This is an optimization exercise on Yosys and OpenROAD, whose aim is small area, a short achievable clock period and few clock cycles per item, not a production implementation. Function was not checked in any run shown here: the RTL went through the layout flow alone. No activity file was given, so power comes from the tool's default toggle rates.

## design/flow/run.sh

```bash
#!/bin/bash
# synth_recipe.tcl (not shown) runs the flow's synth.tcl, then flattens the netlist and writes it again
# the make line also repeats each setting of config.mk as NAME=value (left out here)
make -C /OpenROAD-flow-scripts/flow DESIGN_CONFIG=/design/flow/config.mk WORK_HOME=/design/flow/orfs CLKGATE_MAP_FILE= SYNTH_SCRIPT=/design/flow/synth_recipe.tcl finish
```

## design/flow/config.mk

```make
export PLATFORM = sky130hd
export DESIGN_NAME = note_priority_list
export DESIGN_NICKNAME = note_priority_list
export VERILOG_FILES = /design/flow/design.v
export SDC_FILE = /design/flow/constraint.sdc
export NUM_CORES = 4
export LEC_CHECK = 0
export CAP_MARGIN = 20
export CORE_MARGIN = 2
export CORE_UTILIZATION = 40
export PLACE_DENSITY = 0.6
export SLEW_MARGIN = 20
```

## design/flow/design.v

```verilog
module note_priority_list (
	input  logic       clk,
	input  logic       arst_n,
	input  logic       in_valid,
	output logic       in_ready,
	input  logic       in_op,
	input  logic [6:0] in_pitch,
	input  logic [6:0] in_velocity,
	output logic       out_valid,
	input  logic       out_ready,
	output logic       out_new_valid,
	output logic [6:0] out_new_pitch,
	output logic [6:0] out_new_velocity,
	output logic       out_old_valid,
	output logic [6:0] out_old_pitch,
	output logic       out_dropped,
	input  logic       cfg_valid,
	output logic       cfg_ready,
	input  logic       cfg_index,
	input  logic [4:0] cfg_data
);
	localparam int N = 16;
	logic [1:0] mode_q;
	logic [4:0] mv_q;
	always_ff @(posedge clk or negedge arst_n) begin
		if (!arst_n) begin
			mode_q <= 2'd0;
			mv_q   <= 5'd0;
		end else if (cfg_valid) begin
			if (cfg_index == 1'b0)
				mode_q <= cfg_data[1:0];
			else
				mv_q   <= cfg_data;
		end
	end
	assign cfg_ready = 1'b1;
	logic [N-1:0] valid_q;
	logic [6:0]   pitch_q [0:N-1];
	logic [6:0]   vel_q   [0:N-1];
	logic       s_valid, s_op, p_valid, p_op, a_valid, a_op;
	logic [6:0] s_p, s_v, p_p, p_v, a_p, a_v;
	logic [N-1:0] c_q, e_q;
	logic [1:0]  cnt_q;
	logic [23:0] f0_q, f1_q;
	logic go, complete, multi, a_free, ld_a, p_free, acc, push, pop;
	logic [N-1:0] pc, pe, cand, pre_c, ins, pre_e;
	logic         xc, xe;
	logic [N-1:0] valid_d, c_d, e_d, c_src, e_src;
	logic         c_new, e_new;
	logic [6:0]   pitch_d [0:N-1];
	logic [6:0]   vel_d   [0:N-1];
	function automatic logic outranks(input logic [1:0] m, input logic [6:0] np,
		input logic [6:0] op);
		case (m)
			2'd0:    outranks = 1'b1;
			2'd1:    outranks = np > op;
			2'd2:    outranks = np < op;
			default: outranks = 1'b0;
		endcase
	endfunction
	always_comb begin
		for (int i = 0; i < N; i++) begin
			pc[i] = !valid_q[i] || outranks(mode_q, p_p, pitch_q[i]);
			pe[i] = valid_q[i] && (pitch_q[i] == p_p);
		end
		xc = outranks(mode_q, p_p, a_p);
		xe = (p_p == a_p);
	end
	always_comb begin
		cand = {1'b1, c_q[N-2:0]};
		pre_c[0] = 1'b0;
		for (int i = 1; i < N; i++)
			pre_c[i] = pre_c[i-1] | cand[i-1];
		for (int i = 0; i < N; i++)
			ins[i] = cand[i] && !pre_c[i];
		pre_e[0] = e_q[0];
		for (int i = 1; i < N; i++)
			pre_e[i] = pre_e[i-1] | e_q[i];
		multi = 1'b0;
		for (int i = 1; i < N; i++)
			multi = multi | (e_q[i] & pre_e[i-1]);
	end
	assign go       = a_valid && (cnt_q != 2'd2);
	assign complete = go && !(a_op && multi);
	assign a_free   = !a_valid || complete;
	assign ld_a     = a_free && p_valid;
	assign p_free   = !p_valid || a_free;
	assign in_ready = !s_valid;
	assign acc      = in_valid && !s_valid;
	always_comb begin
		c_src = a_free ? pc : c_q;
		e_src = a_free ? pe : e_q;
		c_new = xc;
		e_new = xe;
		for (int i = 0; i < N; i++) begin
			valid_d[i] = valid_q[i];
			pitch_d[i] = pitch_q[i];
			vel_d[i]   = vel_q[i];
			c_d[i]     = c_src[i];
			e_d[i]     = e_src[i];
			if (go) begin
				if (a_op == 1'b0) begin
					if (i > 0 && pre_c[i]) begin
						valid_d[i] = valid_q[i-1];
						pitch_d[i] = pitch_q[i-1];
						vel_d[i]   = vel_q[i-1];
						c_d[i]     = c_src[i-1];
						e_d[i]     = e_src[i-1];
					end else if (ins[i]) begin
						valid_d[i] = 1'b1;
						pitch_d[i] = a_p;
						vel_d[i]   = a_v;
						c_d[i]     = c_new;
						e_d[i]     = e_new;
					end
				end else if (pre_e[i]) begin
					if (i < N - 1) begin
						valid_d[i] = valid_q[i+1];
						pitch_d[i] = pitch_q[i+1];
						vel_d[i]   = vel_q[i+1];
						c_d[i]     = c_src[i+1];
						e_d[i]     = e_src[i+1];
					end else begin
						valid_d[i] = 1'b0;
						c_d[i]     = 1'b1;
						e_d[i]     = 1'b0;
					end
				end
			end
		end
	end
	always_ff @(posedge clk or negedge arst_n) begin
		if (!arst_n)
			valid_q <= '0;
		else
			valid_q <= valid_d;
	end
	always_ff @(posedge clk) begin
		for (int i = 0; i < N; i++) begin
			pitch_q[i] <= pitch_d[i];
			vel_q[i]   <= vel_d[i];
		end
		if (ld_a || (go && !complete)) begin
			c_q <= c_d;
			e_q <= e_d;
		end
	end
	logic [23:0] res;
	logic [N-1:0] m_lt;            
	logic [N-1:0] sel_x, sel_y;    
	logic        lim_on, early, rem_lt, sounded, v_ok;
	logic        x_valid, y_valid, cand_y;
	logic [6:0]  x_p, x_v, y_p, y_v;
	always_comb begin
		v_ok = (mv_q != 5'd0) && (mv_q <= 5'd16);
		for (int i = 0; i < N; i++) begin
			m_lt[i]  = (5'(i) < mv_q);
			sel_x[i] = (5'(i + 1) == mv_q);
			sel_y[i] = (5'(i) == mv_q);
		end
		x_valid = 1'b0; x_p = '0; x_v = '0;
		y_valid = 1'b0; y_p = '0; y_v = '0;
		cand_y  = 1'b0;
		lim_on  = (mv_q == 5'd1);
		for (int i = 0; i < N; i++) begin
			x_valid = x_valid | (sel_x[i] & valid_q[i]);
			x_p     = x_p | ({7{sel_x[i]}} & pitch_q[i]);
			x_v     = x_v | ({7{sel_x[i]}} & vel_q[i]);
			y_valid = y_valid | (sel_y[i] & valid_q[i]);
			y_p     = y_p | ({7{sel_y[i]}} & pitch_q[i]);
			y_v     = y_v | ({7{sel_y[i]}} & vel_q[i]);
			cand_y  = cand_y | (sel_y[i] & cand[i]);
			if (i < N - 1)
				lim_on = lim_on | (sel_x[i+1] & valid_q[i]);
		end
		early   = |(m_lt & cand);
		rem_lt  = |(m_lt & e_q);
		sounded = early | rem_lt;
		res = '0;
		if (a_op == 1'b0) begin
			res[0] = valid_q[N-1];
			if (!(lim_on && !sounded)) begin
				res[23]    = 1'b1;
				res[22:16] = a_p;
				res[15:9]  = a_v;
				if (lim_on && x_valid && (mv_q != 5'd16)) begin
					res[8]   = 1'b1;
					res[7:1] = early ? x_p : (cand_y ? a_p : y_p);
				end
			end
		end else if (v_ok) begin
			if (rem_lt) begin
				res[23]    = y_valid;
				res[22:16] = y_valid ? y_p : 7'd0;
				res[15:9]  = y_valid ? y_v : 7'd0;
			end else begin
				res[23]    = x_valid;
				res[22:16] = x_valid ? x_p : 7'd0;
				res[15:9]  = x_valid ? x_v : 7'd0;
			end
		end
	end
	always_ff @(posedge clk or negedge arst_n) begin
		if (!arst_n) begin
			s_valid <= 1'b0;
			p_valid <= 1'b0;
			a_valid <= 1'b0;
		end else begin
			if (a_free)
				a_valid <= p_valid;
			if (p_free)
				p_valid <= s_valid || acc;
			if (p_free)
				s_valid <= 1'b0;
			else if (acc)
				s_valid <= 1'b1;
		end
	end
	always_ff @(posedge clk) begin
		if (ld_a) begin
			a_op <= p_op;
			a_p  <= p_p;
			a_v  <= p_v;
		end
		if (p_free) begin
			if (s_valid) begin
				p_op <= s_op;
				p_p  <= s_p;
				p_v  <= s_v;
			end else begin
				p_op <= in_op;
				p_p  <= in_pitch;
				p_v  <= in_velocity;
			end
		end
		if (!s_valid) begin
			s_op <= in_op;
			s_p  <= in_pitch;
			s_v  <= in_velocity;
		end
	end
	assign push      = complete;
	assign out_valid = (cnt_q != 2'd0);
	assign pop       = out_valid && out_ready;
	always_ff @(posedge clk or negedge arst_n) begin
		if (!arst_n)
			cnt_q <= 2'd0;
		else
			cnt_q <= cnt_q + {1'b0, push} - {1'b0, pop};
	end
	always_ff @(posedge clk) begin
		if (push && (cnt_q == 2'd0 || (cnt_q == 2'd1 && pop)))
			f0_q <= res;
		else if (pop)
			f0_q <= f1_q;
		if (push && cnt_q == 2'd1 && !pop)
			f1_q <= res;
	end
	assign {out_new_valid, out_new_pitch, out_new_velocity, out_old_valid, out_old_pitch,
		out_dropped} = f0_q;
endmodule
```

## design/flow/constraint.sdc

```tcl
create_clock -name core_clock -period 5.0 [get_ports {clk}]
set_input_delay 1.0000 -clock core_clock [delete_from_list [all_inputs] [get_ports {clk}]]
set_output_delay 1.0000 -clock core_clock [all_outputs]
set_load 0.01 [all_outputs]
```

==> results of run 1 <==
[cell families (layout without fill, tap and decap cells)]
logic type      Yosys count  count (layout)  share of synthesized area (%)
compound gates          793             793                           19.9
xor+xnor                  2               2                         0.0673
fa+ha+maj               125             125                           5.97
buf+inv                 365             404                           5.50
flops                   377             377                           42.4
mux                     268             268                           10.6
other cells               1               1                         0.0144
simple gates            879             879                           15.5
[stage by stage]
step           std cells  utilization, %  hold WS (ns)  power [mW]  cell area (um^2)
6_report            3704            45.7         0.421        24.0             29400
5_1_grt             3704            45.7         0.433        25.2             29400
4_1_cts             3704            45.7         0.421        23.6             29400
3_5_place_dp        3620            43.1         0.406        19.9             27800
3_3_place_gp        3620            43.1         0.403        19.5             27800
2_1_floorplan       2810               -         0.400        14.8             26000
[area by class of cell]
class / count / area, um^2 / share of cell area, %
Sequential cell: 377 / 11000 / 37.5
Tap cell: 855 / 1070 / 3.63
Clock inverter: 30 / 352 / 1.19
Multi-Input combinational cell: 2068 / 13700 / 46.7
Timing Repair Buffer: 166 / 1380 / 4.69
Clock buffer: 54 / 1270 / 4.33
Inverter: 154 / 578 / 1.96
[worst paths after layout]
check / from / endpoint / slack (ns) / depth (start not counted)
hold / removal: p_v[6] / a_v[6] / 0.42 / 0
max in group asynchronous: arst_n / valid_q[13] / 3.91 / 1
min in group asynchronous: arst_n / a_valid / 0.49 / 1
setup / recovery: e_q[2] / e_q[13] / 0.66 / 8
setup reg to reg: e_q[2] / e_q[13] / 0.66 / 8
hold reg to reg: p_v[6] / a_v[6] / 0.42 / 0
[layout by cell type (no fill, tap or decap), types with 21 or more instances in the layout]
| master | instances |
|---|---|
| buf_4 | 114 |
| inv_1 | 153 |
| clkbuf_16 | 49 |
| a221oi_1 | 22 |
| a22oi_1 | 166 |
| nand4_1 | 57 |
| nand2b_1 | 22 |
| or3_1 | 21 |
| nor3_1 | 44 |
| nand3_1 | 105 |
| mux2_2 | 67 |
| nand2_1 | 382 |
| a22o_1 | 21 |
| nor2_2 | 21 |
| nor2_1 | 126 |
| ha_1 | 121 |
| o211ai_1 | 30 |
| o21ai_0 | 293 |
| edfxtp_1 | 334 |
| mux2i_1 | 201 |
| a21oi_1 | 82 |
| dfrtp_1 | 28 |
| o21a_1 | 21 |
| clkdlybuf4s50_1 | 50 |
[state kept, by name (all words and copies together) (netlist names), 16 cells and up]
| register | cells |
|---|---|
| c_q | 16 |
| pitch_q | 112 |
| f0_q | 24 |
| vel_q | 112 |
| e_q | 16 |
| valid_q | 16 |
| f1_q | 24 |
[where the power goes]
group | internal [mW] | switching [mW] | total (mW)
clock network | 2.15 | 1.51 | 3.65
logic | 4.04 | 7.57 | 11.6
registers | 6.16 | 2.62 | 8.78
[metal layers]
| layer | track usage, % | vias up | wire (um) |
|---|---|---|---|
| met5 | 0 | - | 17 |
| met2 | 46.2 | 1813 | 45800 |
| met1 | 44.0 | 12000 | 43600 |
| li1 | - | 10500 | - |
| met4 | 13.1 | 2 | 4660 |
| met3 | 8.42 | 291 | 14200 |
==> run notes, run 1 <==
1st-pass router iterations 6; Die W 259 um; 1st-iter DRT viols 4007; clock net sink count 377; clk buf depth 3; synthesized flop and latch total 377; cell count after synthesis 2810; post-DP HPWL 76400 um; Yosys cell types 83; via count 24.6k; most used cell, CP or4_1; CP top delay family simple AND/OR/NAND/NOR gates; H-tree Lvls 2; Yosys top cell by area edfxtp_1; final worst path period share 86.8%; filler instances 6083; vias in the first global route 23.0k; RSZ-0062 raised after global routing false; crit path DAT 4.70 ns; Via density 6.64; root buffer cell clkbuf_16; pwr/cell area 817 mW/mm^2; post-cts hold buffer count 0; total CTS buffers 46; effective utilization at floorplan 40.4%; WS Path Type reg -> reg; largest net degree at the start of global routing 197; Net Count, Synth 2957; Yosys warning count 8; post_cts resized 0; Seq/Total Area, Yosys 42.4%; All-Layer GR Usage 31.6%; antenna viol nets, final 0; clock skew 0.0343 ns; Peak supply drop 0.000482 V; num rows 93; DR WL/cell 29.2 um; Yosys top cell area share 38.5%; P_leak 11.6 nW; initial antenna violation count 1; Post-synth top cells 382 x nand2_1, 334 x edfxtp_1, 293 x o21ai_0, 201 x mux2i_1, 176 x clkbuf_1; Post-Syn Area 0.0260 mm^2; Worst Max-Slew Pin Slew 1.15 ns; Placer Congestion 1.01; Die Footprint 0.0672 mm^2; WP buf/inv 1; Residual DRC 0; GRT overflow 0; FMAX 230 MHz; clk slew on worst S/H paths 0.06 ns; number of flops mapped to enable cells by yosys 334; outcome timing/DRC/antenna clean; crit path capture type flop; fin crit period 4.34 ns; Max-Cap Viols 0; most common cell in the netlist nand2_1; clk latency of the worst-skew pair 0.61 ns; CORE AREA 0.0645 mm^2; P&R area growth vs syn 13.0%; port bufs 51; Slew HR 23.5%; ANT cells 0; top_reg_cell synth edfxtp_1; worst slack at placement 0.827 ns; IO Count 53; Hold Vio Cnt, Final 0; Cell Chain, Critical Path or4_1 -> or4_1 -> nor2_1 -> a21o_1 -> a31o_2 -> buf_4 -> mux2_2 -> o311ai_0; crit path max fanout 18; Mean Syn Cell Area 9.27 um^2; CTS tree done; Startpoint Class flop; drt total wl 108000 um; layout cells sized above 1 11.1%; synth top area cells edfxtp_1 39%, mux2i_1 7.7%, ha_1 5.8%, o21ai_0 5.6%, nand2_1 5.5%; setup bufs post-CTS 0; setup_tns 0 ns; Finish-stage setup viols 0; Hold Crit Class reg -> reg; NumNets Final 2960; Slowest-stage cell, CP or4_1; Die Ht 259 um; Async S/R FF share, synth 7.43%; largest stage delay on the critical path 0.71 ns; fin worst setup slack 0.660 ns; Req. time, crit path 5.36 ns; first-pass GRT wire length 157000 um; max-slew violation count 0
==> run 2, diff against run 1 <==
--- a/design/flow/design.v
+++ b/design/flow/design.v
@@ -42,7 +42,7 @@
 	logic [N-1:0] c_q, e_q;
 	logic [1:0]  cnt_q;
 	logic [23:0] f0_q, f1_q;
-	logic go, complete, multi, a_free, ld_a, p_free, acc, push, pop;
+	logic go, complete, multi, multi_d, p1, p2, p3, a1, a2, a3, a_free, ld_a, p_free, acc, push, pop;
 	logic [N-1:0] pc, pe, cand, pre_c, ins, pre_e;
 	logic         xc, xe;
 	logic [N-1:0] valid_d, c_d, e_d, c_src, e_src;
@@ -76,9 +76,32 @@
 		pre_e[0] = e_q[0];
 		for (int i = 1; i < N; i++)
 			pre_e[i] = pre_e[i-1] | e_q[i];
-		multi = 1'b0;
-		for (int i = 1; i < N; i++)
-			multi = multi | (e_q[i] & pre_e[i-1]);
+	end
+	always_comb begin
+		p1 = 1'b0; p2 = 1'b0; p3 = 1'b0;
+		a1 = 1'b0; a2 = 1'b0; a3 = 1'b0;
+		for (int i = 0; i < N; i++) begin
+			p3 = p3 | (p2 & pe[i]);
+			p2 = p2 | (p1 & pe[i]);
+			p1 = p1 | pe[i];
+			a3 = a3 | (a2 & e_q[i]);
+			a2 = a2 | (a1 & e_q[i]);
+			a1 = a1 | e_q[i];
+		end
+		if (!a_valid)
+			multi_d = p2;
+		else if (a_op == 1'b1)
+			multi_d = xe ? 1'b0 : p2;
+		else if (valid_q[N-1] && pe[N-1])
+			multi_d = xe ? p2 : p3;
+		else
+			multi_d = xe ? p1 : p2;
+	end
+	always_ff @(posedge clk) begin
+		if (ld_a)
+			multi <= multi_d;
+		else if (go && !complete)
+			multi <= a3;
 	end
 	assign go       = a_valid && (cnt_q != 2'd2);
 	assign complete = go && !(a_op && multi);
@@ -249,11 +272,11 @@
 			cnt_q <= cnt_q + {1'b0, push} - {1'b0, pop};
 	end
 	always_ff @(posedge clk) begin
-		if (push && (cnt_q == 2'd0 || (cnt_q == 2'd1 && pop)))
+		if (cnt_q == 2'd0 || (cnt_q == 2'd1 && pop))
 			f0_q <= res;
 		else if (pop)
 			f0_q <= f1_q;
-		if (push && cnt_q == 2'd1 && !pop)
+		if (cnt_q == 2'd1 && !pop)
 			f1_q <= res;
 	end
 	assign {out_new_valid, out_new_pitch, out_new_velocity, out_old_valid, out_old_pitch,
--- a/design/flow/config.mk
+++ b/design/flow/config.mk
@@ -5,8 +5,10 @@
 export SDC_FILE = /design/flow/constraint.sdc
 export NUM_CORES = 4
 export LEC_CHECK = 0
+export ABC_CLOCK_PERIOD_IN_PS = 2000
 export CAP_MARGIN = 20
 export CORE_MARGIN = 2
 export CORE_UTILIZATION = 40
 export PLACE_DENSITY = 0.6
+export SETUP_SLACK_MARGIN = 2.0
 export SLEW_MARGIN = 20
==> run notes, run 2 <==
outcome timing/DRC/antenna clean; CTS tree done; root buffer cell clkbuf_16; layout cells sized above 1 17.7% (+6.6 points); GRT overflow 0 (unchanged); Hold Crit Class reg -> reg; Largest regs pitch_q (112), vel_q (112); post-route insts no fill 3899 (+5.3%); total power 25.8 mW (+7.2%); first-pass GRT wire length 174000 um (+11%); Mean Syn Cell Area 9.19 um^2 (-0.88%); FMAX 315 MHz (+37%); 1st-pass router iterations 6 (unchanged); H-tree Lvls 2 (unchanged); synthesized flop and latch total 378 (+0.27%); clk latency of the worst-skew pair 0.62 ns (about the same); cell count after synthesis 2912 (+3.6%); clk buf depth 3 (unchanged); most frequent cells in the layout 343 x nand2_1, 335 x edfxtp_1, 323 x o21ai_0; crit path capture type flop; clock net sink count 378 (+0.27%); Max-Cap Viols 0 (unchanged); clock skew 0.0254 ns (-0.00882 ns); Die Ht 263 um (+1.3%); port bufs 51 (unchanged); Post-synth top cells 345 x nand2_1, 335 x edfxtp_1, 330 x o21ai_0, 189 x mux2i_1, 187 x clkbuf_1; Residual DRC 0 (unchanged); Die Footprint 0.0690 mm^2 (+2.7%); Post-Syn Area 0.0267 mm^2 (+2.7%); DR WL/cell 31.3 um (+6.9%); vias in the first global route 24.7k (+7.0%); P&R area growth vs syn 20.2%; Yosys top cell area share 37.6% (-0.91 points); CORE AREA 0.0660 mm^2 (+2.4%); Yosys cell types 84 (+1.2%); via count 26.1k (+6.3%); top_reg_cell synth edfxtp_1; WS Path Type reg -> reg; Die W 263 um (+1.3%); Hold Vio Cnt, Final 0 (unchanged); IO Count 53 (unchanged); filler instances 6186 (+1.7%); Async S/R FF share, synth 7.41% (-0.020 points); RSZ-0062 raised after global routing true; total CTS buffers 46 (unchanged); fin crit period 3.17 ns (-1.17 ns); Peak supply drop 0.000434 V (-9.9%); Yosys warning count 8 (unchanged); utilization after layout 48.7% (+3.1 points); most common cell after layout, fill and taps aside nand2_1; Finish-stage setup viols 0 (unchanged); drt total wl 122000 um (+13%); initial antenna violation count 3 (+2); number of flops mapped to enable cells by yosys 335 (+0.30%); antenna viol nets, final 0 (unchanged); Placer Congestion 0.959 (-4.9%); Worst Max-Slew Pin Slew 1.03 ns (-0.112 ns); P_leak 12.5 nW (+8.1%); Via density 6.70 (+0.97%); synth top area cells edfxtp_1 38%, mux2i_1 7.1%, o21ai_0 6.2%, ha_1 5.7%, nand2_1 4.8%; effective utilization at floorplan 40.5% (+0.14 points); Slew HR 30.8% (+7.4 points); clk slew on worst S/H paths 0.06 ns (about the same); post-DP HPWL 84400 um (+10%); final worst path period share 63.4% (-23 points); largest net degree at the start of global routing 199 (+1.0%); Yosys top cell by area edfxtp_1; max-slew violation count 0 (unchanged); NumNets Final 3143 (+6.2%); Net Count, Synth 3059 (+3.4%); pwr/cell area 802 mW/mm^2 (-1.9%); DP Cell Count 3704 (+2.3%); setup_tns 0 ns (unchanged); Startpoint Class flop; crit path DAT 3.54 ns (-1.16 ns); All-Layer GR Usage 34.2% (+2.7 points); Req. time, crit path 5.37 ns (about the same); Seq/Total Area, Yosys 41.3% (-1.0 points); crit path max fanout 7 (-11); 1st-iter DRT viols 3865 (-3.5%); most common cell in the netlist nand2_1; num rows 94 (+1.1%)
[run 2: cell types whose count changed in the layout (fill, tap and decap cells not counted), moves of 17 or more]
cell,previous run,this run
a22oi_1,166,141
buf_6,0,23
buf_12,1,27
nand2_1,382,343
nand3_1,105,125
inv_1,153,136
a22o_1,21,42
buf_4,114,164
o21ai_0,293,323
a21oi_1,82,101
[run 2: power by group]
part | total, mW | internal, mW | switching (mW) | leakage (nW)
Combinational | 13.1 | 4.86 | 8.26 | 7.93
Sequential | 9.02 | 6.14 | 2.88 | 3.77
Clock | 3.63 | 2.11 | 1.52 | 0.785
Total | 25.8 | 13.1 | 12.7 | 12.5
[run 2: final timing paths]
| kind | startpoint | endpoint | slack [ns] | cells after the start |
|---|---|---|---|---|
| setup / recovery | mv_q[2] | f0_q[20] | 1.83 | 13 |
| hold / removal | p_v[2] | a_v[2] | 0.42 | 0 |
| setup reg to reg | mv_q[2] | f0_q[20] | 1.83 | 13 |
| hold reg to reg | p_v[2] | a_v[2] | 0.42 | 0 |
| max in group asynchronous | arst_n | mv_q[1] | 3.79 | 1 |
| min in group asynchronous | arst_n | a_valid | 0.49 | 1 |
[run 2: layer usage]
metal | vias up | GRT usage (%) | wire length [um]
met5 | - | 0 | 13
met4 | 2 | 15.8 | 5790
met3 | 293 | 8.42 | 15300
met2 | 1866 | 49.8 | 51600
met1 | 12800 | 47.7 | 49200
li1 | 11100 | - | -
[run 2: stage by stage]
stage,setup WS [ns],hold slack (ns),cell area (um^2)
finish,1.83,0.419,32100
global route,1.76,0.432,32100
CTS,1.88,0.419,31700
floorplan,2.02,0.400,26800
global placement,1.06,0.407,28400
detailed placement,0.968,0.405,28500
[run 2: final cells by class]
cell class / count / area [um^2] / share of cell area (%)
Clock inverter: 31 / 382 / 1.19
Timing Repair Buffer: 272 / 2690 / 8.36
Clock buffer: 54 / 1210 / 3.77
Antenna cell: 2 / 5.00 / 0.0156
Sequential cell: 378 / 11100 / 34.4
Multi-Input combinational cell: 2152 / 15100 / 47.1
Tap cell: 864 / 1080 / 3.36
Inverter: 146 / 571 / 1.77
[run 2: what timing repair did]
item / in CTS / in global routing
endpoints found under the setup margin: 180 / 122
gates resized for setup: 164 / 60
setup buffers: 83 / 20
pin swaps: 29 / 22
hold endpoints to repair: 0 / 0
gates cloned: 3 / 2
hold buffers: 0 / 0
[run 2: cell families (layout without fill, tap and decap cells)]
logic type | count (synthesis) | count (layout) | synth area share [%]
DFF | 378 | 378 | 41.3
xor gates and xnor gates | 2 | 2 | 0.0655
AOI/OAI and AO/OA | 857 | 857 | 20.9
adders and majority gates | 132 | 132 | 6.08
buffers and inverters | 383 | 503 | 5.62
and+or+nand+nor | 901 | 902 | 16.0
other | 1 | 3 | 0.0140
muxes | 258 | 258 | 10.0
[run 2: critical path: stages, from the launching register on]
cell	delay, ns
dfrtp_2	0.45
buf_4	0.16
buf_4	0.15
nor3_2	0.27
nand2_1	0.13
a22oi_2	0.20
o2111ai_4	0.21
or2_4	0.31
buf_12	0.13
buf_6	0.11
a21oi_4	0.23
clkbuf_16	0.23
o22ai_4	0.07
mux2_4	0.26
==> run 3, diff against run 2 <==
--- a/design/flow/design.v
+++ b/design/flow/design.v
@@ -46,8 +46,7 @@
 	logic [N-1:0] pc, pe, cand, pre_c, ins, pre_e;
 	logic         xc, xe;
 	logic [N-1:0] valid_d, c_d, e_d, c_src, e_src;
-	logic         c_new, e_new;
-	logic [6:0]   pitch_d [0:N-1];
+		logic [6:0]   pitch_d [0:N-1];
 	logic [6:0]   vel_d   [0:N-1];
 	function automatic logic outranks(input logic [1:0] m, input logic [6:0] np,
 		input logic [6:0] op);
@@ -110,47 +109,36 @@
 	assign p_free   = !p_valid || a_free;
 	assign in_ready = !s_valid;
 	assign acc      = in_valid && !s_valid;
+	logic [N-1:0] s_dn, s_in, s_up, s_hd;
+	logic [N-1:0] vec_en;
+	logic [N:0]   valid_x, c_x;
+	logic [N-1:0] c_nx, e_nx;
 	always_comb begin
 		c_src = a_free ? pc : c_q;
 		e_src = a_free ? pe : e_q;
-		c_new = xc;
-		e_new = xe;
-		for (int i = 0; i < N; i++) begin
-			valid_d[i] = valid_q[i];
-			pitch_d[i] = pitch_q[i];
-			vel_d[i]   = vel_q[i];
-			c_d[i]     = c_src[i];
-			e_d[i]     = e_src[i];
-			if (go) begin
-				if (a_op == 1'b0) begin
-					if (i > 0 && pre_c[i]) begin
-						valid_d[i] = valid_q[i-1];
-						pitch_d[i] = pitch_q[i-1];
-						vel_d[i]   = vel_q[i-1];
-						c_d[i]     = c_src[i-1];
-						e_d[i]     = e_src[i-1];
-					end else if (ins[i]) begin
-						valid_d[i] = 1'b1;
-						pitch_d[i] = a_p;
-						vel_d[i]   = a_v;
-						c_d[i]     = c_new;
-						e_d[i]     = e_new;
-					end
-				end else if (pre_e[i]) begin
-					if (i < N - 1) begin
-						valid_d[i] = valid_q[i+1];
-						pitch_d[i] = pitch_q[i+1];
-						vel_d[i]   = vel_q[i+1];
-						c_d[i]     = c_src[i+1];
-						e_d[i]     = e_src[i+1];
-					end else begin
-						valid_d[i] = 1'b0;
-						c_d[i]     = 1'b1;
-						e_d[i]     = 1'b0;
-					end
-				end
-			end
-		end
+		for (int i = 0; i < N; i++) begin
+			s_dn[i] = go && !a_op && (i > 0) && pre_c[i];
+			s_in[i] = go && !a_op && ins[i];
+			s_up[i] = go && a_op && pre_e[i];
+			s_hd[i] = !(s_dn[i] || s_in[i] || s_up[i]);
+		end
+		valid_x = {1'b0, valid_q};
+		c_x     = {1'b1, c_src};
+		for (int i = 0; i < N; i++) begin
+			valid_d[i] = (s_dn[i] & ((i > 0) ? valid_q[(i + N - 1) % N] : 1'b0)) | s_in[i] |
+				(s_up[i] & valid_x[i+1]) | (s_hd[i] & valid_q[i]);
+			pitch_d[i] = ({7{s_dn[i]}} & pitch_q[(i + N - 1) % N]) | ({7{s_in[i]}} & a_p) |
+				({7{s_up[i]}} & pitch_q[(i + 1) % N]) | ({7{s_hd[i]}} & pitch_q[i]);
+			vel_d[i]   = ({7{s_dn[i]}} & vel_q[(i + N - 1) % N]) | ({7{s_in[i]}} & a_v) |
+				({7{s_up[i]}} & vel_q[(i + 1) % N]) | ({7{s_hd[i]}} & vel_q[i]);
+			c_d[i]     = (s_dn[i] & c_src[(i + N - 1) % N]) | (s_in[i] & xc) |
+				(s_up[i] & c_x[i+1]) | (s_hd[i] & c_src[i]);
+			e_d[i]     = (s_dn[i] & e_src[(i + N - 1) % N]) | (s_in[i] & xe) |
+				(s_up[i] & (i < N - 1) & e_src[(i + 1) % N]) | (s_hd[i] & e_src[i]);
+		end
+		vec_en = {N{ld_a || (go && !complete)}};
+		c_nx   = (vec_en & c_d) | (~vec_en & c_q);
+		e_nx   = (vec_en & e_d) | (~vec_en & e_q);
 	end
 	always_ff @(posedge clk or negedge arst_n) begin
 		if (!arst_n)
@@ -163,10 +151,8 @@
 			pitch_q[i] <= pitch_d[i];
 			vel_q[i]   <= vel_d[i];
 		end
-		if (ld_a || (go && !complete)) begin
-			c_q <= c_d;
-			e_q <= e_d;
-		end
+		c_q <= c_nx;
+		e_q <= e_nx;
 	end
 	logic [23:0] res;
 	logic [N-1:0] m_lt;            
--- a/design/flow/config.mk
+++ b/design/flow/config.mk
@@ -5,7 +5,7 @@
 export SDC_FILE = /design/flow/constraint.sdc
 export NUM_CORES = 4
 export LEC_CHECK = 0
-export ABC_CLOCK_PERIOD_IN_PS = 2000
+export ABC_CLOCK_PERIOD_IN_PS = 1000
 export CAP_MARGIN = 20
 export CORE_MARGIN = 2
 export CORE_UTILIZATION = 40
==> run notes, run 3 <==
Post-Syn Area 0.0243 mm^2 (-9.1%); largest net degree at the start of global routing 33 (-83%); Post-synth top cells 394 x nand2_1, 239 x dfxtp_1, 216 x a22oi_1, 175 x nand3_1, 169 x clkbuf_1; CORE AREA 0.0602 mm^2 (-8.7%); Yosys cell types 90 (+7.1%); Startpoint Class flop; clock power share 14.1% (about the same); outcome timing/DRC/antenna clean; via count 26.2k (+0.21%); CTS tree done; Net Count, Synth 2963 (-3.1%); drt total wl 116000 um (-4.6%); final worst path period share 62.8% (-0.55 points); sw frac 50.8% (+1.7 points); clock net sink count 378 (unchanged); Hold Crit Class reg -> reg; Residual DRC 0 (unchanged); crit path max fanout 6 (-1); Yosys top cell area share 19.7% (-18 points); post-DP HPWL 84500 um (about the same); power share of the sequential group 30.9% (-4.1 points); H-tree Lvls 2 (unchanged); GRT overflow 0 (unchanged); clk buf depth 3 (unchanged); layout cells sized above 1 18.4% (+0.69 points); P&R area growth vs syn 21.3%; cell count after synthesis 2816 (-3.3%); filler instances 5645 (-8.7%); total CTS buffers 45 (-2.2%); most common cell after layout, fill and taps aside nand2_1; 1st-iter DRT viols 4464 (+15%); Worst Max-Slew Pin Slew 1.01 ns (-0.0220 ns); Async S/R FF share, synth 7.41% (unchanged); 1st-pass router iterations 9 (+3); Mean Syn Cell Area 8.64 um^2 (-6.0%); pwr/cell area 795 mW/mm^2 (-0.80%); number of flops mapped to enable cells by yosys 111 (-67%); Req. time, crit path 5.37 ns (about the same); vias in the first global route 24.0k (-2.7%); NetSw 11.9 mW (-5.9%); Yosys warning count 5 (-3); P_leak 11.3 nW (-9.2%); antenna viol nets, final 0 (unchanged); Hold Vio Cnt, Final 0 (unchanged); most frequent cells in the layout 384 x nand2_1, 239 x dfxtp_1, 213 x a22oi_1; IO Count 53 (unchanged); WS Path Type reg -> reg; fin crit period 3.14 ns (-0.0274 ns); initial antenna violation count 2 (-1); Int Power 11.5 mW (-12%); worst slack at placement 1.05 ns (+0.0781 ns); DP Cell Count 3503 (-5.4%); FMAX 318 MHz (+0.87%); RSZ-0062 raised after global routing true; synth top area cells dfxtp_1 20%, edfxtp_1 14%, a22oi_1 6.7%, ha_1 6.2%, nand2_1 6.1%; setup_tns 0 ns (unchanged); Via density 7.06 (+5.3%); synthesized flop and latch total 378 (unchanged); Die Ht 251 um (-4.6%); DR WL/cell 31.3 um (+0.27%); Logic pwr share 55.1% (+4.2 points); reg-to-reg slack, setup 1.86 ns (+0.03 ns); Slew HR 32.5% (+1.7 points); Yosys top cell by area dfxtp_1; Largest regs pitch_q (112), vel_q (112); clk slew on worst S/H paths 0.06 ns (about the same); clock skew 0.0426 ns (+0.0172 ns); crit path DAT 3.51 ns (-0.03 ns); top_reg_cell synth dfxtp_1; Peak supply drop 0.000436 V (+0.43%); All-Layer GR Usage 35.6% (+1.4 points); crit path capture type flop; num rows 90 (-4.3%); most common cell in the netlist nand2_1; fin worst setup slack 1.86 ns (+0.0274 ns); NumNets Final 3035 (-3.4%); total power 23.5 mW (-9.0%); post-route insts no fill 3710 (-4.8%); clk latency of the worst-skew pair 0.62 ns (about the same); post-cts hold buffer count 0 (unchanged); first-pass GRT wire length 166000 um (-4.2%); port bufs 51 (unchanged); Seq/Total Area, Yosys 36.3% (-5.1 points); Finish-stage setup viols 0 (unchanged); Max-Cap Viols 0 (unchanged); Die Footprint 0.0628 mm^2 (-9.0%); Fin Hold WS 0.415 ns (-0.00379 ns); max-slew violation count 0 (unchanged); Die W 251 um (-4.6%); effective utilization at floorplan 40.4% (-0.18 points); root buffer cell clkbuf_16; Placer Congestion 1.06 (+11%)
[run 3: cell count changes after synthesis, moves of 28 or more]
| cell | change |
|---|---|
| a22o_1 | +41 |
| a222oi_1 | +118 |
| dfxtp_1 | +224 |
| nand2_1 | +49 |
| mux2i_1 | -179 |
| a221o_1 | +43 |
| nand3_1 | +42 |
| a22oi_1 | +74 |
| a21oi_1 | -28 |
| mux2_2 | -28 |
| o21ai_0 | -223 |
| edfxtp_1 | -224 |
[run 3: cell type report]
type	count	area, um^2	area share, %
Sequential cell	378	8830	30.0
Timing Repair Buffer	266	2640	8.94
Clock buffer	67	1300	4.40
Tap cell	782	978	3.32
Clock inverter	16	160	0.543
Multi-Input combinational cell	2053	15000	51.0
Inverter	144	541	1.83
Antenna cell	4	10.0	0.0339
[run 3: metrics by stage]
| stage | utilization, % | instance area, um^2 |
|---|---|---|
| 3_3_place_gp | 42.3 | 25500 |
| 2_1_floorplan | - | 24300 |
| 3_5_place_dp | 42.3 | 25500 |
| 6_report | 48.9 | 29500 |
| 4_1_cts | 47.7 | 28700 |
| 5_1_grt | 48.9 | 29500 |
[run 3: layer usage]
| metal | share of wire (%) | wire length (um) | GRT usage (%) |
|---|---|---|---|
| met2 | 42 | 49000 | 52.1 |
| met4 | 3.5 | 4110 | 12.9 |
| met5 | 0 | 0 | 0 |
| met1 | 41 | 47500 | 49.3 |
| met3 | 13 | 15600 | 10.8 |
[run 3: kinds of logic after synthesis]
kind of cell,synth area share (%)
multiplexers,2.32
XOR/XNOR,0.0720
AND/OR/NAND/NOR,19.0
buffers and inverters,6.68
other,0.0154
adder cells (fa/ha/maj),6.47
flip-flops,36.3
AO/OA/AOI/OAI,29.1
[run 3: what timing repair did]
item,4_1_cts,5_1_grt
pin swaps,59,47
resized for setup,204,124
endpoints found under the setup margin,219,181
buffers inserted,90,21
cloned,8,1
[run 3: power by group through the flow]
| stage | sequential, mW | combinational [mW] | clock, mW |
|---|---|---|---|
| finish | 7.24 | 12.9 | 3.30 |
| global route | 7.25 | 13.7 | 3.46 |
| detailed placement | 7.17 | 10.7 | 0 |
| floorplan | 5.77 | 7.22 | 0 |
| CTS | 7.00 | 11.9 | 3.34 |
| global placement | 7.14 | 10.4 | 0 |
[run 3: path summary, 6_finish.rpt]
path                         start        end  cells after the start
max                        mv_q[3]    f0_q[9]                     12
min                         p_v[3]     a_v[3]                      0
max reg2reg                mv_q[3]    f0_q[9]                     12
min reg2reg                 p_v[3]     a_v[3]                      0
max in group asynchronous   arst_n    mv_q[4]                      1
min in group asynchronous   arst_n  mode_q[1]                      1
[run 3: critical path, stage by stage (launching register included)]
cell and delay (ns):
dfrtp_2 0.46, buf_12 0.15, buf_12 0.12, nor4_4 0.26, nand2_2 0.11, a211oi_2 0.28, and4b_4 0.28, nand4b_1 0.27
o21ai_4 0.25, buf_4 0.16, clkbuf_4 0.19, o32ai_4 0.10, mux2_4 0.27

## re-timing with driven ports
The results above use ideal ports. As a check the final layouts listed here were re-extracted and re-timed, cells and wires unchanged. Step 1: set_driving_cell puts a clkbuf_16 on clk and a buf_2 on each other input, an assumption about the parent block. Step 2, shift: input delay + t, output delay - t, t = (earliest + latest rising clock arrival at the registers) / 2. This alone moves slack from input paths to output paths. Slacks: ideal / step 1 / step 2; pairs: ideal / step 1.
run	t, ns	setup WS [ns]	worst setup path at the end	worst data-port slew with drivers (ns)
run 1	0.653	0.660 / 0.660 / 0.660	register to register	0.03
run 2	0.673	1.830 / 1.830 / 1.830	register to register	0.04
run 3	0.667	1.858 / 1.858 / 1.858	register to register	0.04
After both steps setup and hold are still met in every run listed.
